What follows belongs to an exercise in optimizing a design on an open flow for small area and a short achievable clock period; a production flow would make more cautious choices.
Function was checked by simulation only, so behaviour that the tests miss may differ from the original.

==> design/flow/design.v <==
`default_nettype none
package discrete_pkg;
    typedef logic [15:0] sample_t;
    typedef logic [11:0] ln_t;
    typedef logic [23:0] lnarg_t;
    typedef logic [31:0] cycles_t;
    typedef enum logic [1:0] {
        REG_VCTRL  = 2'd0,  
        REG_CTRL   = 2'd1,  
        REG_STATUS = 2'd2,  
        REG_HIGHLEN = 2'd3  
    } reg_addr_t;
    localparam sample_t LEVEL_HIGH = 16'h8000;
    localparam sample_t LEVEL_LOW  = 16'h0000;
endpackage
`default_nettype wire
`timescale 1ns/100ps
`default_nettype none
module audio_clk_enable (
    input  wire  clk,
    input  wire  arst_n,
    output logic audio_clk_en
);
    localparam discrete_pkg::cycles_t STEP = 32'(48000);
    localparam discrete_pkg::cycles_t WRAP = 32'(50000000);
    discrete_pkg::cycles_t phase_acc;  
    discrete_pkg::cycles_t phase_sum;
    logic    phase_hit;
    assign phase_sum = phase_acc + STEP;
    assign phase_hit = (phase_sum >= WRAP);
    always_ff @(posedge clk or negedge arst_n) begin
        if (!arst_n) begin
            phase_acc    <= '0;
            audio_clk_en <= 1'b0;
        end else begin
            if (phase_hit) begin
                phase_acc <= phase_sum - WRAP;  
            end else begin
                phase_acc <= phase_sum;
            end
            audio_clk_en <= phase_hit;  
        end
    end
endmodule
`default_nettype wire
`timescale 1ns/100ps
`default_nettype none
module vco_ctrl_regs (
    input  wire                    clk,
    input  wire                    arst_n,
    input  wire                    reg_wr,
    input  discrete_pkg::reg_addr_t reg_addr,
    input  discrete_pkg::sample_t   reg_wdata,
    output discrete_pkg::sample_t   reg_rdata,
    output discrete_pkg::sample_t   v_control,
    output logic                   run,
    output logic [2:0]             filt_shift,
    input  discrete_pkg::sample_t   vco_level,
    input  discrete_pkg::cycles_t   high_len
);
    always_ff @(posedge clk or negedge arst_n) begin
        if (!arst_n) begin
            v_control  <= '0;
            run        <= 1'b0;  
            filt_shift <= 3'(4);
        end else if (reg_wr) begin
            case (reg_addr)
                discrete_pkg::REG_VCTRL: begin
                    v_control <= reg_wdata;
                end
                discrete_pkg::REG_CTRL: begin
                    run        <= reg_wdata[0];
                    filt_shift <= reg_wdata[3:1];
                end
                default: begin
                end
            endcase
        end
    end
    always_comb begin
        case (reg_addr)
            discrete_pkg::REG_VCTRL:  reg_rdata = v_control;
            discrete_pkg::REG_CTRL:   reg_rdata = {12'd0, filt_shift, run};
            discrete_pkg::REG_STATUS: reg_rdata = {10'd0, high_len[20:16], vco_level[15]};  
            default:    reg_rdata = high_len[15:0];  
        endcase
    end
endmodule
`default_nettype wire
`timescale 1ns/100ps
`default_nettype none
module natural_log (
    input  wire                  clk,
    input  discrete_pkg::lnarg_t in_8_shifted,
    output discrete_pkg::ln_t    out_8_shifted
);
    localparam logic [20:0] LN2_16 = 21'd45426;  
    function automatic logic [15:0] ln_table(input logic [3:0] idx);
        case (idx)
            4'd0:    ln_table = 16'd0;
            4'd1:    ln_table = 16'd3973;
            4'd2:    ln_table = 16'd7719;
            4'd3:    ln_table = 16'd11262;
            4'd4:    ln_table = 16'd14624;
            4'd5:    ln_table = 16'd17821;
            4'd6:    ln_table = 16'd20870;
            4'd7:    ln_table = 16'd23783;
            4'd8:    ln_table = 16'd26572;
            4'd9:    ln_table = 16'd29248;
            4'd10:   ln_table = 16'd31818;
            4'd11:   ln_table = 16'd34291;
            4'd12:   ln_table = 16'd36675;
            4'd13:   ln_table = 16'd38975;
            4'd14:   ln_table = 16'd41196;
            default: ln_table = 16'd43345;
        endcase
    endfunction
    logic [4:0]  lead_pos;    
    discrete_pkg::lnarg_t      norm;        
    logic [3:0]  exp_q;       
    logic [3:0]  idx_q;       
    logic [7:0]  interp_q;    
    logic [15:0] tab_lo;
    logic [15:0] tab_hi;
    logic [16:0] tab_diff;
    logic [24:0] tab_step;
    logic [20:0] ln_sum_16;
    always_comb begin
        lead_pos = 5'd8;
        for (int i = 9; i < 24; i++) begin
            if (in_8_shifted[i]) lead_pos = 5'(i);
        end
        norm = in_8_shifted << (5'd23 - lead_pos);
    end
    always_ff @(posedge clk) begin
        exp_q    <= 4'(lead_pos - 5'd8);
        idx_q    <= norm[22:19];
        interp_q <= norm[18:11];
    end
    always_comb begin
        tab_lo = ln_table(idx_q);
        if (idx_q == 4'd15) begin
            tab_hi = LN2_16[15:0];  
        end else begin
            tab_hi = ln_table(idx_q + 4'd1);
        end
        tab_diff  = {1'b0, tab_hi} - {1'b0, tab_lo};  
        tab_step  = tab_diff * interp_q;
        ln_sum_16 = 21'(exp_q) * LN2_16 + 21'(tab_lo) + 21'(tab_step[24:8]);
    end
    always_ff @(posedge clk) begin
        out_8_shifted <= 12'((ln_sum_16 + 21'd128) >> 8);  
    end
endmodule
`default_nettype wire
`timescale 1ns/100ps
`default_nettype none
module astable_555_vco (
    input  wire                   clk,
    input  wire                   arst_n,
    input  wire                   audio_clk_en,
    input  wire                   run,
    input  discrete_pkg::sample_t v_control,
    output discrete_pkg::sample_t out,
    output discrete_pkg::cycles_t high_len
);
    localparam longint unsigned C35    = 1134;
    localparam longint unsigned R1     = 47000;
    localparam longint unsigned R2     = 27000;
    localparam longint unsigned CLK_HZ = 50000000;
    localparam longint unsigned LN2_16 = 45426;
    localparam longint unsigned TAU_HIGH_8 = (C35 * (R1 + R2) * CLK_HZ) >> 27;
    localparam longint unsigned TAU_LOW_16 = (C35 * R2 * CLK_HZ) >> 19;
    localparam discrete_pkg::cycles_t CYCLES_LOW = 32'((TAU_LOW_16 * LN2_16) >> 32);
    localparam discrete_pkg::sample_t V_MAX = 16'(32770 - 64);
    localparam logic [16:0] VCC = 17'(32770);
    discrete_pkg::sample_t       v_clamped;
    logic [16:0]   v_den;         
    logic [23:0]   v_ratio_8;     
    discrete_pkg::lnarg_t        lnarg_q;
    discrete_pkg::ln_t           ln_8;
    logic [63:0]   high_prod;
    discrete_pkg::cycles_t       cycles_high;   
    discrete_pkg::cycles_t       period_last;
    discrete_pkg::cycles_t       cnt;
    assign v_clamped = (v_control > V_MAX) ? V_MAX : v_control;
    assign v_den     = (VCC - {1'b0, v_clamped}) << 1;
    assign v_ratio_8 = {v_clamped, 8'd0} / 24'(v_den);
    always_ff @(posedge clk) begin
        lnarg_q <= 24'd256 + v_ratio_8;  
    end
    natural_log u_natural_log (
        .clk           (clk),
        .in_8_shifted  (lnarg_q),
        .out_8_shifted (ln_8)
    );
    assign high_prod = TAU_HIGH_8 * 64'(ln_8);
    always_ff @(posedge clk) begin
        cycles_high <= 32'(high_prod >> 16);  
    end
    assign period_last = high_len + CYCLES_LOW - 32'd1;
    always_ff @(posedge clk or negedge arst_n) begin
        if (!arst_n) begin
            cnt      <= '0;
            high_len <= '0;
            out      <= discrete_pkg::LEVEL_LOW;
        end else begin
            if (!run) begin
                cnt      <= '0;            
                high_len <= cycles_high;   
            end else if (cnt >= period_last) begin
                cnt      <= '0;
                high_len <= cycles_high;   
            end else begin
                cnt <= cnt + 32'd1;
            end
            if (audio_clk_en) begin
                out <= (run && (cnt < high_len)) ? discrete_pkg::LEVEL_HIGH : discrete_pkg::LEVEL_LOW;
            end
        end
    end
endmodule
`default_nettype wire
`timescale 1ns/100ps
`default_nettype none
module rc_lowpass (
    input  wire                   clk,
    input  wire                   arst_n,
    input  wire                   audio_clk_en,
    input  wire  [2:0]            filt_shift,
    input  discrete_pkg::sample_t in,
    output discrete_pkg::sample_t out
);
    logic [31:0]        state;   
    logic signed [32:0] diff;    
    logic signed [32:0] step;
    logic signed [32:0] next_state;
    always_comb begin
        diff       = $signed({1'b0, in, 16'd0}) - $signed({1'b0, state});
        step       = diff >>> filt_shift;  
        next_state = $signed({1'b0, state}) + step;
    end
    always_ff @(posedge clk or negedge arst_n) begin
        if (!arst_n) begin
            state <= '0;
        end else if (audio_clk_en) begin
            state <= next_state[31:0];
        end
    end
    assign out = 16'(state[31:16]);  
endmodule
`default_nettype wire
`timescale 1ns/100ps
`default_nettype none
module discrete_555_top (
    input  wire                     clk,
    input  wire                     arst_n,
    input  wire                     reg_wr,
    input  discrete_pkg::reg_addr_t reg_addr,
    input  discrete_pkg::sample_t   reg_wdata,
    output discrete_pkg::sample_t   reg_rdata,
    output logic                    audio_clk_en,
    output discrete_pkg::sample_t   vco_out,
    output discrete_pkg::sample_t   filt_out
);
    discrete_pkg::sample_t    v_control;
    logic       run;
    logic [2:0] filt_shift;
    discrete_pkg::cycles_t high_len;
    audio_clk_enable u_audio_clk_enable (
        .clk          (clk),
        .arst_n       (arst_n),
        .audio_clk_en (audio_clk_en)
    );
    vco_ctrl_regs u_vco_ctrl_regs (
        .clk        (clk),
        .arst_n     (arst_n),
        .reg_wr     (reg_wr),
        .reg_addr   (reg_addr),
        .reg_wdata  (reg_wdata),
        .reg_rdata  (reg_rdata),
        .v_control  (v_control),
        .run        (run),
        .filt_shift (filt_shift),
        .vco_level  (vco_out),     
        .high_len   (high_len)
    );
    astable_555_vco u_astable_555_vco (
        .clk          (clk),
        .arst_n       (arst_n),
        .audio_clk_en (audio_clk_en),
        .run          (run),
        .v_control    (v_control),
        .out          (vco_out),
        .high_len     (high_len)
    );
    rc_lowpass u_rc_lowpass (
        .clk          (clk),
        .arst_n       (arst_n),
        .audio_clk_en (audio_clk_en),
        .filt_shift   (filt_shift),
        .in           (vco_out),
        .out          (filt_out)
    );
endmodule
`default_nettype wire
==> design/flow/run.sh <==
#!/bin/bash
# synth_recipe.tcl (not shown) runs the flow's synth.tcl, then flattens the netlist and writes it again
# the make line also repeats each setting of config.mk as NAME=value (left out here)
make -C /OpenROAD-flow-scripts/flow DESIGN_CONFIG=/design/flow/config.mk WORK_HOME=/design/flow/orfs CLKGATE_MAP_FILE= SYNTH_SCRIPT=/design/flow/synth_recipe.tcl finish
==> design/flow/config.mk <==
export PLATFORM = sky130hd
export DESIGN_NAME = discrete_555_top
export DESIGN_NICKNAME = discrete_555_top
export VERILOG_FILES = /design/flow/design.v
export SDC_FILE = /design/flow/constraint.sdc
export NUM_CORES = 4
export LEC_CHECK = 0
export CAP_MARGIN = 20
export CORE_MARGIN = 2
export CORE_UTILIZATION = 40
export SLEW_MARGIN = 20
==> design/flow/constraint.sdc <==
create_clock -name core_clock -period 48.0 [get_ports {clk}]
set_input_delay 9.6000 -clock core_clock [delete_from_list [all_inputs] [get_ports {clk}]]
set_output_delay 9.6000 -clock core_clock [all_outputs]
set_load 0.01 [all_outputs]
==> reports/qor.yml <==
status:
  status: "timing/DRC/antenna clean"
synth:
  synth_seq_cells: 221
  syn_area_sq_um: 38200
  synthArstFlopShare_pct: 59.7
  netlist_top_cells_area: "ha_1 (18%), fa_1 (9.7%), dfrtp_1 (8.6%)"
  yosys_warnings: 5
  ys.flop_type: "dfrtp_1"
  synth.yosys.seq_area_share_pct: 13.3
  ys_types: 106
  syn_inst: 4668
  synth_edf_count: 0
  syn_avg_cell_area_sq_um: 8.19
  synth_top_area_share_pct: 17.7
  synth_top_cell_by_area: "ha_1"
detailed_routing:
  viasPerCell: 5.58
  dr.first_iter.drc_count: 2056
  drc_errors: 0
  drt-pass1-iter-count: 6
  via_count: 33848
  drtAntennaViolNets: 0
  wl_per_cell_microns: 18.1
  wirelength_microns: 110000
timing:
  setup_ws_ps: 2770
  tns_ps: 0
  setup_viol: 0
  fin_crit_sh_pct: 94.2
  fin_skew_ps: 28.5
  report.final.slew_viol_count: 0
  max_freq_mhz: 22.1
  worst_pin_slew_ps: 924
  hold_viol: 0
  relSlewSlack_pct: 36.8
  min_period_ps: 45230
min_path:
  hold_class: "register to register"
  holdPathStages: 1
  hold_start: "u_astable_555_vco.cycles_high[2]$_DFF_P_"
  min_to: "u_astable_555_vco.high_len[2]$_DFFE_PN0P_"
critical_path:
  rr_endpoint: "u_astable_555_vco.lnarg_q[0]$_DFF_P_"
  r2r_slack_ps: 2770
  crit_required_ps: 48490
  worstSetupEndpointType: "register"
  cp_slowest_cell: "or4_4"
  worstPathArrival_ps: 45720
  cp-start-kind: "register"
  crit_fanout: 22
  reg2regPathDepth: 220
  timing.critical_path.mode_cell: "o21a_1"
  crit_type: "register to register"
  cp_slowest_stage_delay_ps: 600
  r2r-start: "u_vco_ctrl_regs.v_control[3]$_DFFE_PN0P_"
clock_network:
  cts-htree-levels: 1
  clkSinkCount: 221
  clock_path_buffers: 3
  insertion_delay_ps: 600
  cts_tree: "yes"
  numCtsBuffers: 29
  path_clk_slew_ps: 70
  root_buffer: "clkbuf_16"
global_routing:
  grt_util_all_layers_pct: 21.9
  grt_max_degree: 82
  grt.overflow.total: 0
  antenna_found_initial: 1
  grt_pass1_wl_microns: 176000
  grt_pass1_vias: 32887
final_layout:
  mostFrequentLayoutCell: "ha_1"
  post-route-cell-area_sq_um: 42300
  n_antenna_cell: 0
  drive_gt1_share_pct: 11.2
  nNetsFinal: 5524
  synthToLayoutAreaGrowth_pct: 10.7
  final_cell_mix: "ha_1 (538), nand2_1 (384), inv_1 (382), nor2_1 (377), a21oi_1 (295)"
placement:
  place.port_buffers: 54
  place.gp.congestion: 0.952
  post-place-ws_ps: -561
  hpwl_microns: 87400
  dpl-instance-area_sq_um: 40700
floorplanning:
  row_count: 113
  ios: 70
  initial_core_util_pct: 40.3
  coreArea_sq_um: 94900
  dieArea_sq_um: 98000
  die_w_microns: 313
  die_h_microns: 313
run:
  cap_violations: 0
critical path: cells and delay by family (launching register included):
kind,cells,cell delay [ps]
AOI/OAI and AO/OA,117,22070
buffers and inverters,16,2900
muxes,7,2640
and+or+nand+nor,60,10650
DFF,1,370
adders and majority gates,20,6360
through the flow:
step           utilization, %  cells  hold slack (ps)
3_3_place_gp             42.9   5981              443
2_1_floorplan               -   4696              439
3_5_place_dp             42.9   5981              447
5_1_grt                  44.6   6065              441
6_report                 44.6   6065              438
4_1_cts                  44.0   6035              431
Yosys cell counts, types with 11 or more instances:
master and count:
nor2_1 380, fa_1 186, ha_1 540, nand3_1 89, nand3b_1 11, or2_2 37
xor2_1 130, and3_1 39, a21boi_0 13, dfxtp_1 89, o31ai_1 27, a211oi_1 34
nand4_1 47, a21o_1 139, a31oi_1 37, nor4_1 24, dfrtp_1 131, buf_2 11
nor3_1 125, or4_1 13, nand2_1 385, a22o_1 18, mux2i_1 88, o211ai_1 29
nor2b_1 58, buf_4 34, a22oi_1 12, or3_1 30, a21oi_1 307, and2_1 81
o21ai_0 229, o21bai_1 46, mux2_2 163, o22ai_1 11, o21a_1 101, inv_1 382
clkbuf_1 94, nand2b_1 58, buf_1 15, xnor2_1 225
metal layers:
layer  share of wire (%)  wire, microns  GRT usage (%)  up-vias
li1                    -              -              -    16686
met1                  46          50800           29.9    16167
met2                  46          51000           36.7      797
met3                 4.2           4590           1.96      198
met4                 3.3           3600           6.69        0
met5                   0              0              0        -
worst max path at each step:
stage / from / end
after global routing: u_vco_ctrl_regs.v_control[13]$_DFFE_PN0P_ / u_astable_555_vco.lnarg_q[0]$_DFF_P_
after CTS: u_vco_ctrl_regs.v_control[3]$_DFFE_PN0P_ / u_astable_555_vco.lnarg_q[0]$_DFF_P_
final: u_vco_ctrl_regs.v_control[3]$_DFFE_PN0P_ / u_astable_555_vco.lnarg_q[0]$_DFF_P_
after global placement: u_vco_ctrl_regs.v_control[3]$_DFFE_PN0P_ / u_astable_555_vco.lnarg_q[0]$_DFF_P_
after floorplan: u_vco_ctrl_regs.v_control[12]$_DFFE_PN0P_ / u_astable_555_vco.lnarg_q[0]$_DFF_P_
after detailed placement: u_vco_ctrl_regs.v_control[3]$_DFFE_PN0P_ / u_astable_555_vco.lnarg_q[0]$_DFF_P_
layout make-up:
type	count	area, sq um
clock buffers	37	816
clock inverters	17	231
fillers	9495	52600
inverters	387	1450
multi-input cells	3932	31400
flip-flops and latches	221	5090
well taps	1265	1580
repair buffers	206	1710
logic make-up after synthesis:
group	after synthesis	share of synthesized area, %
AO/OA/AOI/OAI	1139	19.6
XOR/XNOR	355	8.14
adder cells (fa/ha/maj)	726	27.4
buffers and inverters	544	5.77
flip-flops	221	13.3
multiplexers	267	7.87
other	1	0.00981
AND/OR/NAND/NOR	1415	17.9
flip-flops by register name (all words and copies together), names as in the netlist, 8 cells and up:
register,count
u_astable_555_vco.cycles_high,21
u_astable_555_vco.high_len,21
u_astable_555_vco.u_natural_log.out_8_shifted,12
u_astable_555_vco.u_natural_log.interp_q,8
u_rc_lowpass.state,32
u_audio_clk_enable.phase_acc,25
u_astable_555_vco.u_natural_log.tab_lo,16
u_vco_ctrl_regs.v_control,16
u_astable_555_vco.lnarg_q,24
u_astable_555_vco.cnt,32
what timing repair did:
item / in CTS / in global routing
pin swaps: 0 / 12
hold buffers: 0 / 0
buffers inserted: 0 / 28
endpoints found under the setup margin: 1 / 2
gates cloned: 0 / 1
resized for setup: 5 / 74

==> separate check: timing with driven ports <==
The results above use ideal ports. As a check the final layout listed here was re-extracted and re-timed, cells and wires unchanged.
Step 1: set_driving_cell puts a clkbuf_16 on clk and a buf_2 on each other input, an assumption about the parent block.
Step 2 moves the port delays by t, midway between the first and last clock arrival at a register: inputs arrive t later, outputs are due t later. That takes back most of the time a late clock gives input paths.
Slacks: ideal ports / drivers / drivers and shift; pairs: ideal ports / drivers.
shift t [ns]: 0.647
setup WS [ns]: 2.767 / 2.767 / 2.767
latest minus earliest clock arrival (ns): 0.030 / 0.031
slew at the worst register clock pin (ns): 0.07 / 0.07
pins driven straight from the clock port: 1
After both steps this run still meets setup and hold. The setup slack of this run moves by 0.000 ns with the drivers and by 0.000 ns with both steps.
